From an optimization exercise on the open Yosys and OpenROAD flow, aimed at small area, a short achievable clock period and few clock cycles per item; shortcuts taken in it are not production practice.
Where RTL was checked, it was by simulation tests only, not by an equivalence proof against the original.
Function not checked in runs 2 and 3: the RTL went through the layout flow alone.

==> flow/design.v, too long to show whole: its modules and the start of the top module <==
// module mac_fa: 10 lines
// module mac_ha: 9 lines
// module mac_accumulator: 2424 lines
module mac_accumulator #(
  parameter int WIDTH     = 25,
  parameter int ACC_WIDTH = 64
) (
  input  logic                 clk,
  input  logic                 rst,
  input  logic                 in_valid,
  output logic                 in_ready,
  input  logic [WIDTH-1:0]     in_a,
  input  logic [WIDTH-1:0]     in_x,
  input  logic                 in_last,
  output logic                 out_valid,
  input  logic                 out_ready,
  output logic [ACC_WIDTH-1:0] out_sum,
  output logic [15:0]          out_count,
  output logic                 out_ovf
);
  // ...
==> flow/flow/run.sh <==
#!/bin/bash
# The standard layout (standard.sh) with two changes: repair_timing aims for
# 8.0 ns of setup slack on the 12 ns clock (so the achieved period shrinks), and the
# port buffers that buffer_ports inserts use sky130_fd_sc_hd__buf_2.
set -euo pipefail
EXTRA='SETUP_SLACK_MARGIN=8.0 "BUFFER_PORTS_ARGS=-buffer_cell sky130_fd_sc_hd__buf_2"'
sed "s|^make -C |make $EXTRA -C |" standard.sh > standard_tuned.sh
bash standard_tuned.sh > flow_make.log 2>&1
==> flow/standard.sh <==
#!/bin/bash
# synth_recipe.tcl (not shown) runs the flow's synth.tcl, then flattens the netlist and writes it again
# the make line also repeats each setting of config.mk as NAME=value (left out here)
make -C /OpenROAD-flow-scripts/flow DESIGN_CONFIG=/design/flow/config.mk WORK_HOME=/design/flow/orfs CLKGATE_MAP_FILE= SYNTH_SCRIPT=/design/flow/synth_recipe.tcl "${@:-finish}"
==> flow/config.mk <==
export PLATFORM = sky130hd
export DESIGN_NAME = mac_accumulator
export DESIGN_NICKNAME = mac_accumulator
export VERILOG_FILES = /design/flow/design.v
export SDC_FILE = /design/flow/constraint.sdc
export NUM_CORES = 4
export LEC_CHECK = 0
export CAP_MARGIN = 20
export CORE_MARGIN = 2
export CORE_UTILIZATION = 40
export SLEW_MARGIN = 20
export SYNTH_HIERARCHICAL = 1
export SYNTH_MINIMUM_KEEP_SIZE = 0
==> flow/constraint.sdc <==
create_clock -name core_clock -period 12.0 [get_ports {clk}]
set_input_delay 2.4000 -clock core_clock [delete_from_list [all_inputs] [get_ports {clk}]]
set_output_delay 2.4000 -clock core_clock [all_outputs]
set_load 0.01 [all_outputs]
==> key figures, run 1 <==
Logic synthesis
  • Area contributors post-synth: edfxtp_1, fa_1, xnor2_1, a22oi_1, ha_1
  • Synth Area in Adders: between 20 and 30%
  • Asr flop ratio synth: between 1.5 and 2%
  • Top cell type's share of synthesized area: between 30% and 40%
  • EDFF count, synth: slightly below 300
  • Post-synth cell types: 64
  • Post-Synth XOR/XNOR Area: 12.2%

Finish
  • Register area: approximately 0.0091 mm²
  • # clk buffers: 45
  • Core Util, Final: approximately 47%
  • Clock-cell share: approximately 4.3%
  • Max reg flops: 64
  • Most frequent cells in the layout: xnor2_1, fa_1, edfxtp_1
  • Cell class ranked first by area: multi-input combinational cells
  • Fraction of area in multi-input gates: a little under three fifths

Routing
  • Total vias in the final route: between 15,000 and 20,000
  • Initial DRC Count: between 1,500 and 2,000
  • DRT Pass-1 Iters: 9

Outcome
  • Status: no timing/DRC/antenna violations

Clock tree
  • TritonCTS buffer count: 38
  • TritonCTS clock tree: built

Floorplanning
  • Rows: 93
  • Ports: between 100 and 150
  • Chip Height: 260 µm

Global routing
  • GR Util met2: ~34%
  • GRT Total Usage: approximately 22%
  • Via count of the first global-routing pass: a little under 20,000
  • Met1 GRT Util: a little under a third

Place
  • Pre-CTS setup slack: approximately 6.7 ns
  • # port buffers: 137

STA
  • RSZ-0062 raised after global routing: yes
  • Worst-margin pin slew: slightly below 1 ns
  • Max Slew Vio Count: 0

Worst setup path
  • CP Launch Point: first
  • Critical-path top delay cell: fa_1
  • CP cell instances: buf_12, buf_16, nor2b_1, fa_1, ha_4, a21oi_2, o21ai_1, a221oi_2, nor2_2, a211o_4, o221ai_4, a21oi_4, nand4_1, mux2_4
  • R2r setup slk: ~7.9 ns
  • Largest stage delay on the critical path: 0.57 ns

Hold path
  • Hold Path Sink: l1
Testbench counts, summed over its fixed seeds: cycles 16,312, beats 16,288.
==> run 2: changes to the inputs <==
--- a/flow/design.v
+++ b/flow/design.v
@@ -29,17 +29,17 @@
   input  logic [WIDTH-1:0]     in_x,
   input  logic                 in_last,
   output logic                 out_valid,
   input  logic                 out_ready,
   output logic [ACC_WIDTH-1:0] out_sum,
   output logic [15:0]          out_count,
   output logic                 out_ovf
 );
-  logic in_ready_q, skid_v, v0, v1, outv, first;
+  logic in_ready_q, skid_v, v0, v1, outv, cont;
   logic adv, accept;
   assign adv      = ~(outv & ~out_ready);
   assign accept   = in_valid & in_ready_q;
   assign in_ready = in_ready_q;
   logic [24:0] skid_a, skid_x;
   logic        skid_l;
   logic [24:0] s0_a;
   logic [12:0] s0_one, s0_two;
@@ -66,26 +66,26 @@
   end
   always_ff @(posedge clk or posedge rst) begin
     if (rst) begin
       in_ready_q <= 1'b1;
       skid_v     <= 1'b0;
       v0         <= 1'b0;
       v1         <= 1'b0;
       outv       <= 1'b0;
-      first      <= 1'b1;
+      cont       <= 1'b0;
     end else begin
       if (adv) begin
         skid_v     <= 1'b0;
         in_ready_q <= 1'b1;
         v0         <= skid_v | accept;
         v1         <= v0;
         if (v1) begin
           outv  <= l1;
-          first <= l1;
+          cont  <= ~l1;
         end else begin
           outv  <= 1'b0;
         end
       end else if (accept) begin
         skid_v     <= 1'b1;
         in_ready_q <= 1'b0;
       end
     end
@@ -1830,18 +1830,18 @@
   logic        ovf;
   logic [49:0] g_lo, cs_s;
   logic [50:0] cs_c;
   logic [13:0] g_hi;
   logic [50:0] lo_sum;
   logic        inc;
   logic [13:0] hi_p1;
   assign hi_p1 = g_hi + 14'd1;
-  assign g_lo = first ? 50'd0 : acc[49:0];
-  assign g_hi = first ? 14'd0 : acc[63:50];
+  assign g_lo = cont ? acc[49:0] : 50'd0;
+  assign g_hi = cont ? acc[63:50] : 14'd0;
   assign cs_c[0] = 1'b0;
   for (genvar j = 0; j < 50; j++) begin : g_csa
     mac_fa u_fa (.a(s1_ps[j]), .b(s1_pc[j]), .c(g_lo[j]), .s(cs_s[j]), .co(cs_c[j+1]));
   end
   logic pg955;
   logic pp_956;
   logic pg957;
   logic pp_958;
@@ -2427,17 +2427,17 @@
   assign lo_sum[48] = pa_p[48] ^ pg1215;
   assign lo_sum[49] = pa_p[49] ^ pg1217;
   assign lo_sum[50] = pg1219;
   assign inc  = (cs_c[50] & lo_sum[50]) | (cs_c[50] & s1_d) | (lo_sum[50] & s1_d);
   always_ff @(posedge clk) begin
     if (adv && v1) begin
       acc[49:0]  <= lo_sum[49:0];
       acc[63:50] <= inc ? hi_p1 : g_hi;
-      ovf        <= (ovf & ~first) | (inc & (&g_hi));
-      cnt        <= first ? 16'd1 : ((&cnt) ? cnt : cnt + 16'd1);
+      ovf        <= (ovf & cont) | (inc & (&g_hi));
+      cnt        <= cont ? ((&cnt) ? cnt : cnt + 16'd1) : 16'd1;
     end
   end
   assign out_valid = outv;
   assign out_sum   = acc;
   assign out_count = cnt;
   assign out_ovf   = ovf;
 endmodule
==> flow/flow/run.sh (replaced) <==
#!/bin/bash
# The standard layout (standard.sh) with two changes: repair_timing aims for
# 8.4 ns of setup slack on the 12 ns clock (so the achieved period shrinks), and the
# port buffers that buffer_ports inserts use sky130_fd_sc_hd__buf_2.
set -euo pipefail
EXTRA='SETUP_SLACK_MARGIN=8.4 "BUFFER_PORTS_ARGS=-buffer_cell sky130_fd_sc_hd__buf_2"'
sed "s|^make -C |make $EXTRA -C |" standard.sh > standard_tuned.sh
bash standard_tuned.sh > flow_make.log 2>&1
==> flow/config.mk (replaced) <==
export PLATFORM = sky130hd
export DESIGN_NAME = mac_accumulator
export DESIGN_NICKNAME = mac_accumulator
export VERILOG_FILES = /design/flow/design.v
export SDC_FILE = /design/flow/constraint.sdc
export NUM_CORES = 4
export LEC_CHECK = 0
export CAP_MARGIN = 20
export CORE_MARGIN = 2
export CORE_UTILIZATION = 45
export SLEW_MARGIN = 20
export SYNTH_HIERARCHICAL = 1
export SYNTH_MINIMUM_KEEP_SIZE = 0
==> run 2 against run 1 <==
  * Maximum frequency rose by 4.3%
  * Utilization rose by 9.9 points
  * Setup slack improved by 0.17 ns
  * Final cell count rose by 0.42%
  * Clock skew fell by 0.0063 ns
  * Clock-buffer cell count did not move
  * Global-route usage rose by 3.4 points
  * Final area rose by 8.5%
  * Critical path type unchanged
  * Largest cell class unchanged
==> key figures, run 2 <==
Logic synthesis
  • Area contributors post-synth: edfxtp_1, fa_1, xnor2_1, a22oi_1, ha_1
  • Average cell area after synthesis: 12.2 µm²
  • Synth warn: 7
  • Cells after Synth: between 2,000 and 2,500
  • Largest area contributor in the synthesized netlist: edfxtp_1
  • Cell Area, Synth: approximately 0.026 mm²
  • Register area share after synthesis: approximately a third
  • Top-count cell post-synth: xnor2_1
  • EDFF count, synth: 297 (unchanged)
  • Commonest cells in the netlist: xnor2_1, fa_1, edfxtp_1, a22oi_1, clkbuf_1
  • Asr flop ratio synth: 1.98% (unchanged)
  • Top cell type's share of synthesized area: 33.9% (-0.16 points)
  • Yosys reg bits: ~300
  • Top FF cell, synth: edfxtp_1
  • Post-synth cell types: 65 (+1.6%)

STA
  • Final Hold Fails: 0
  • Relative slew slack: roughly two fifths
  • Min Tclk post-route: a little under 4 ns
  • Clock Skews: ~0.020 ns
  • Final setup vio count: 0
  • Final period utilization: between 30% and 40%
  • RSZ-0062 raised after global routing: yes
  • Worst-margin pin slew: 0.917 ns (-0.0465 ns)
  • Highest clock rate: roughly 0.26 GHz
  • Max Slew Vio Count: 0 (unchanged)
  • Worst Hold Slack: 0.435 ns
  • Setup TNS: 0 ns

Floorplanning
  • Initial cell density of the core: between 40% and 50%
  • Rows: 88 (-5.4%)
  • Die W: around 250 µm
  • Chip Height: 246 µm (-5.4%)
  • Ports: 138 (unchanged)
  • Full die area: 0.0605 mm²
  • Core area: 0.0578 mm²

Finish
  • Area delta synth->final: 24.0%
  • Final net count: roughly 2,800
  • Max reg flops: 64 (unchanged)
  • Most common cell after layout, fill and taps aside: xnor2_1
  • Layout filler cell count: ~4,700
  • Antenna cells: 0
  • Biggest register: acc
  • Largest regs: acc: 64 flops, s1_ps: 50 flops, s1_pc: 49 flops
  • Share of layout cells above drive strength 1: a little under a third
  • Core Util, Final: 56.5% (+9.9 points)
  • Most frequent cells in the layout: xnor2_1, edfxtp_1, fa_1

Worst setup path
  • Setup CP Type: reg -> reg
  • Critical-path top delay cell: dfrtp_2
  • CP required: around 12 ns
  • Crit path max-delay family: compound AO/OA/AOI/OAI gates
  • Largest stage delay on the critical path: 0.49 ns (-0.08 ns)
  • CP cell instances: buf_12, and2_1, fa_1, ha_4, o211ai_1, nor3_4, o2111ai_4, buf_12, a211oi_4, buf_6, nor3_4, o311ai_4, o22a_1, xor2_1
  • Crit path DAT: ~4.3 ns
  • Crit path depth: 14
  • Critical path buffers and inverters: 3
  • CP startpoint kind: register
  • Crit-path max FO: 17
  • Worst Reg-to-Reg Cells: 14
  • Worst setup EP type: register

Routing
  • Via/cell ratio: between 6 and 7
  • Total vias in the final route: 18,800 (+4.4%)
  • DR DRC count: 0
  • ANT nets after route: 0
  • Post-Route WL: 78,700 µm
  • DRT Pass-1 Iters: 6 (-3)
  • Wire per inst: roughly 25 µm
  • Initial DRC Count: 1,795 (-4.0%)

Global routing
  • Grt ovf: 0
  • Via count of the first global-routing pass: 19,700 (+0.20%)
  • Initial antenna violation count: 2
  • First-pass GRT wire length: approximately 120,000 µm
  • GRT Total Usage: 25.8% (+3.4 points)
  • Largest net degree at the start of global routing: 71

Clock tree
  • H-tree depth: 2
  • TritonCTS buffer count: 38 (unchanged)
  • Clock sink count: 303
  • Root Buffer: clkbuf_16
  • Clk Latency, worst-skew pair: ~0.57 ns
  • TritonCTS clock tree: built
  • Max clock buf depth: 3
  • Clock Pin Slew Worst Setup and Hold Paths: 0.06 ns

Job
  • Max-cap violations: 0

Place
  • GP Congestion: approximately 0.84
  • DP HPWL: 45,800 µm
  • # port buffers: 137 (unchanged)

Outcome
  • Status: no timing/DRC/antenna violations

Hold path
  • Hold depth: 0
  • Worst Hold Class: reg -> reg
[run 2: cell count changes after synthesis, sizes merged, moves of 6 or more]
cell   delta
nor2b    -63
and2     +53
nor2     -11
inv       +6
nand2    +11
[run 2: per-module statistics from Yosys, one instance, submodules excluded]
module	cells inside	times used	area, µm²
mac_ha	1	33	12.5
mac_accumulator	1807	1	19500
mac_fa	1	319	20.0
[run 2: path summary, 6_finish.rpt]
path / endpoint / slack [ns] / from
max in group asynchronous: in_ready_q / 9.97 / rst
worst max-delay path: acc[37] / 8.09 / cont
worst max register to register: acc[37] / 8.09 / cont
worst min register to register: l1 / 0.44 / l0
worst min-delay path: l1 / 0.44 / l0
min in group asynchronous: v1 / 1.76 / rst
[run 2: cell families (layout without fill, tap and decap cells)]
| group | after synthesis | count (layout) | share of synthesized area (%) |
|---|---|---|---|
| AO/OA/AOI/OAI | 441 | 442 | 12.3 |
| other | 2 | 6 | 0.0285 |
| multiplexers | 55 | 55 | 2.23 |
| AND/OR/NAND/NOR | 286 | 287 | 5.47 |
| adder cells (fa/ha/maj) | 426 | 426 | 29.5 |
| flip-flops | 303 | 303 | 34.4 |
| buffers and inverters | 283 | 470 | 4.06 |
| XOR/XNOR | 363 | 363 | 12.1 |
[run 2: cell type report]
cell class | instances | area [µm²] | share of cell area, %
clock buffers | 45 | 987 | 3.02
multi-input cells | 1579 | 17800 | 54.4
repair buffers | 328 | 3360 | 10.3
inverters | 76 | 289 | 0.885
well taps | 765 | 957 | 2.93
flip-flops and latches | 303 | 9070 | 27.8
clock inverters | 21 | 224 | 0.686
[run 2: metrics by stage]
stage / instances / setup WS (ns) / area (µm²)
floorplan: 2163 / 7.59 / 26600
global placement: 2921 / 7.36 / 27800
detailed placement: 2921 / 7.26 / 27800
CTS: 3082 / 8.12 / 31400
global route: 3117 / 7.91 / 32700
finish: 3117 / 8.09 / 32700
[run 2: what timing repair did]
action / CTS / global route
pin swaps: 89 / 135
setup buffers: 75 / 29
cloned: 20 / 6
resized for setup: 269 / 195
hold buffers: 0 / 0
endpoints found under the setup margin: 296 / 209
[run 2: routing by layer]
metal	vias to the layer above	GRT usage [%]	wire (µm)
li1	7990	-	-
met1	9481	35.5	32300
met2	1035	38.8	35200
met3	249	7.09	8130
met4	0	9.93	3140
met5	-	0	0
==> run 3: changes to the inputs <==
==> flow/flow/run.sh (replaced) <==
#!/bin/bash
# The standard layout (standard.sh) with two changes: repair_timing aims for
# 8.2 ns of setup slack on the 12 ns clock (so the achieved period shrinks), and the
# port buffers that buffer_ports inserts use sky130_fd_sc_hd__buf_2.
set -euo pipefail
EXTRA='SETUP_SLACK_MARGIN=8.2 "BUFFER_PORTS_ARGS=-buffer_cell sky130_fd_sc_hd__buf_2"'
sed "s|^make -C |make $EXTRA -C |" standard.sh > standard_tuned.sh
bash standard_tuned.sh > flow_make.log 2>&1
--- a/flow/config.mk
+++ b/flow/config.mk
@@ -8,5 +8,5 @@
 export CAP_MARGIN = 20
 export CORE_MARGIN = 2
-export CORE_UTILIZATION = 45
+export CORE_UTILIZATION = 40
 export SLEW_MARGIN = 20
 export SYNTH_HIERARCHICAL = 1
==> run 3 against run 2 <==
  * Hold slack better by 0.0038 ns
  * Critical endpoint is now acc[54]
  * Final cell count rose by 0.67%
  * Setup slack got worse by 0.18 ns
  * Register-to-register slack lost 0.18 ns
  * Synthesized cell count is the same
  * Utilization shrank 9.9 points
  * Maximum frequency is 4.4% lower
  * Sequential cell count is the same
  * First-iteration DRC count shrank 16%
==> key figures, run 3 <==
Clock tree
  • TritonCTS buffer count: 37 (-2.6%)
  • Hold bufs inserted after CTS: 0 (unchanged)
  • Clock Pin Slew Worst Setup and Hold Paths: 0.06 ns (about the same)
  • Clock sink count: 303 (unchanged)
  • H-tree depth: 2 (unchanged)
  • TritonCTS clock tree: built
  • Root Buffer: clkbuf_16
  • Clk Latency, worst-skew pair: 0.57 ns (about the same)
  • Max clock buf depth: 3 (unchanged)

STA
  • Final Hold Fails: 0 (unchanged)
  • Worst-margin pin slew: 1.20 ns (+0.287 ns)
  • Min Tclk post-route: 4.09 ns (+0.178 ns)
  • RSZ-0062 raised after global routing: yes
  • Final worst slack: 7.91 ns (-0.178 ns)
  • Final period utilization: 34.1% (+1.5 points)
  • Max Slew Vio Count: 0 (unchanged)
  • Relative slew slack: 19.7% (-19 points)
  • Setup TNS: 0 ns (unchanged)
  • Highest clock rate: 0.245 GHz (-4.4%)
  • Final setup vio count: 0 (unchanged)
  • Clock Skews: 0.0262 ns (+0.00597 ns)

Worst setup path
  • CP startpoint kind: register
  • Worst Reg-to-Reg Cells: 14 (unchanged)
  • CP required: 12.32 ns (-0.09 ns)
  • R2r setup slk: 7.91 ns (-0.18 ns)
  • Worst setup EP type: register
  • Crit path DAT: 4.40 ns (+0.08 ns)
  • Setup CP Type: reg -> reg
  • Crit-path max FO: 7 (-10)

Logic synthesis
  • Top FF cell, synth: edfxtp_1
  • Average cell area after synthesis: 12.2 µm² (unchanged)
  • Register area share after synthesis: 34.4% (unchanged)
  • Synth warn: 7 (unchanged)
  • Post-synth cell types: 65 (unchanged)
  • Cells after Synth: 2,159 (unchanged)
  • EDFF count, synth: 297 (unchanged)
  • Area contributors post-synth: edfxtp_1, fa_1, xnor2_1, a22oi_1, ha_1
  • Asr flop ratio synth: 1.98% (unchanged)
  • Largest area contributor in the synthesized netlist: edfxtp_1
  • Cell Area, Synth: 0.0263 mm² (unchanged)
  • Commonest cells in the netlist: xnor2_1, fa_1, edfxtp_1, a22oi_1, clkbuf_1
  • Yosys reg bits: 303 (unchanged)
  • Top-count cell post-synth: xnor2_1
  • Top cell type's share of synthesized area: 33.9% (unchanged)

Floorplanning
  • Die W: 261 µm (+6.0%)
  • Full die area: 0.0679 mm² (+12%)
  • Initial cell density of the core: 40.2% (-5.4 points)
  • Core area: 0.0655 mm² (+13%)
  • Ports: 138 (unchanged)
  • Rows: 94 (+6.8%)
  • Chip Height: 261 µm (+6.0%)

Finish
  • Antenna cells: 0 (unchanged)
  • Share of layout cells above drive strength 1: 20.0% (-11 points)
  • Area delta synth->final: 15.9%
  • Largest regs: acc: 64 flops, s1_ps: 50 flops, s1_pc: 49 flops
  • Final net count: 2,727 (-2.9%)
  • Fin cells: 3,138 (+0.67%)
  • Design area: 0.0305 mm² (-6.5%)
  • Most frequent cells in the layout: xnor2_1, fa_1, edfxtp_1
  • Max reg flops: 64 (unchanged)
  • Biggest register: acc
  • Most common cell after layout, fill and taps aside: xnor2_1

Global routing
  • Met1 GRT Util: 30.2% (-5.3 points)
  • GR Util met2: 34.6% (-4.3 points)
  • GRT busiest layer: met2
  • Met3 Usage GRT: 5.18% (-1.9 points)
  • GRT Total Usage: 22.2% (-3.7 points)
  • Largest net degree at the start of global routing: 67 (-5.6%)
  • First-pass GRT wire length: 116,000 µm (-2.9%)
  • Grt ovf: 0 (unchanged)
  • Initial antenna violation count: 2 (unchanged)
  • Via count of the first global-routing pass: 19,500 (-1.3%)

Routing
  • DRT Pass-1 Iters: 6 (unchanged)
  • Wire per inst: 23.9 µm (-5.3%)
  • Initial DRC Count: 1,505 (-16%)
  • ANT nets after route: 0 (unchanged)
  • Via/cell ratio: 5.78 (-4.0%)
  • Post-Route WL: 75,100 µm (-4.7%)
  • DR DRC count: 0 (unchanged)
  • Total vias in the final route: 18,100 (-3.3%)

Hold path
  • Worst Hold Class: reg -> reg
  • Hold depth: 0 (unchanged)

Place
  • # port buffers: 137 (unchanged)
  • # placed instances: 3,019 (+3.4%)
  • DP HPWL: 47,100 µm (+2.8%)
  • GP Congestion: 0.866 (+3.2%)
  • Placed inst area: 0.0279 mm² (+0.18%)
  • Pre-CTS setup slack: 7.22 ns (-0.0422 ns)

Outcome
  • Status: no timing/DRC/antenna violations

Job
  • Max-cap violations: 0 (unchanged)
==> run 3: cell count changes in the layout (fill, tap and decap cells not counted), sizes merged <==
cell and delta:
bufinv -1, a21o -1, clkbuf -7, clkinv +7, inv -2, buf -63, bufbuf -11
==> run 3: final timing paths <==
| kind | start | end |
|---|---|---|
| max in group asynchronous | rst | in_ready_q |
| max reg2reg | cont | acc[54] |
| min in group asynchronous | rst | outv |
| min | l0 | l1 |
| max | cont | acc[54] |
| min reg2reg | l0 | l1 |
==> run 3: repair_timing <==
item | 4_1_cts | 5_1_grt
cloned | 4 | 0
gates resized for setup | 71 | 115
setup endpoints to repair | 134 | 61
buffers inserted | 37 | 11
pin swaps | 32 | 25
hold endpoints to repair | 0 | 0
==> run 3: cells by family after synthesis <==
family                   synth area share [%]
AO/OA/AOI/OAI                            12.3
adder cells (fa/ha/maj)                  29.5
XOR/XNOR                                 12.1
flip-flops                               34.4
AND/OR/NAND/NOR                          5.47
buffers and inverters                    4.06
multiplexers                             2.23
other                                  0.0285
==> run 3: worst max-delay path: stages, from the launching register on <==
cell       delay [ns]
dfrtp_2          0.44
buf_12           0.16
buf_12           0.14
and2_4           0.14
fa_1             0.51
ha_4             0.32
nand4_4          0.14
nor3_4           0.28
o2111ai_4        0.24
a2111oi_4        0.53
nor3_4           0.10
a21o_4           0.26
buf_8            0.14
o31a_1           0.25
o21a_1           0.18
==> run 3: per-module statistics from Yosys (local to each module, per instance) <==
module,copies in the design,flops+latches,cells
mac_accumulator,1,303,1807
mac_fa,319,0,1
mac_ha,33,0,1
==> run 3: cell type report <==
type	count	area, µm²
Multi-Input combinational cell	1578	16900
Fill cell	5807	35000
Timing Repair Buffer	250	1960
Clock inverter	25	234
Inverter	76	289
Clock buffer	42	965
Tap cell	864	1080
Sequential cell	303	9070
==> run 3: metal layers <==
layer | part of all wire, % | routed length (µm)
met5 | 0.036 | 27
met4 | 3.1 | 2330
met3 | 8.6 | 6440
met2 | 46 | 34600
met1 | 42 | 31700
==> run 3: per-stage QoR <==
step	utilization, %	hold slack [ns]
floorplan	-	0.400
global placement	42.5	0.418
detailed placement	42.5	0.419
CTS	45.7	0.442
global route	46.6	0.464
finish	46.6	0.439

afterwards: timing with drivers on the ports:
The results above use ideal ports. As a check the final layouts listed here were re-extracted and re-timed, cells and wires unchanged.
Step 1 sets driving cells, clkbuf_16 on the clock port and buf_2 on the other inputs (assumed; they add their load-dependent delay and slew).
Step 2 times the ports against the registers' clock, not the clock port: input delays grow and output delays shrink by t, the midpoint of the rising clock arrivals with the driver on.
Slacks: no drivers / after step 1 / after step 2; pairs: no drivers / after step 1.
| run | t (ns) | slack for setup (ns) | worst setup path at the end | worst data-port slew with drivers (ns) | pins driven straight from the clock port |
|---|---|---|---|---|---|
| run 1 | 0.621 | 7.923 / 7.923 / 7.672 | input to register | 0.04 | 1 |
| run 2 | 0.610 | 8.091 / 8.091 / 8.029 | input to register | 0.04 | 1 |
| run 3 | 0.609 | 7.912 / 7.912 / 7.769 | input to register | 0.03 | 1 |
After both steps setup and hold are still met in every run listed. The setup slack of run 1, which loses most, moves by 0.000 ns with the drivers and by -0.251 ns with both steps.
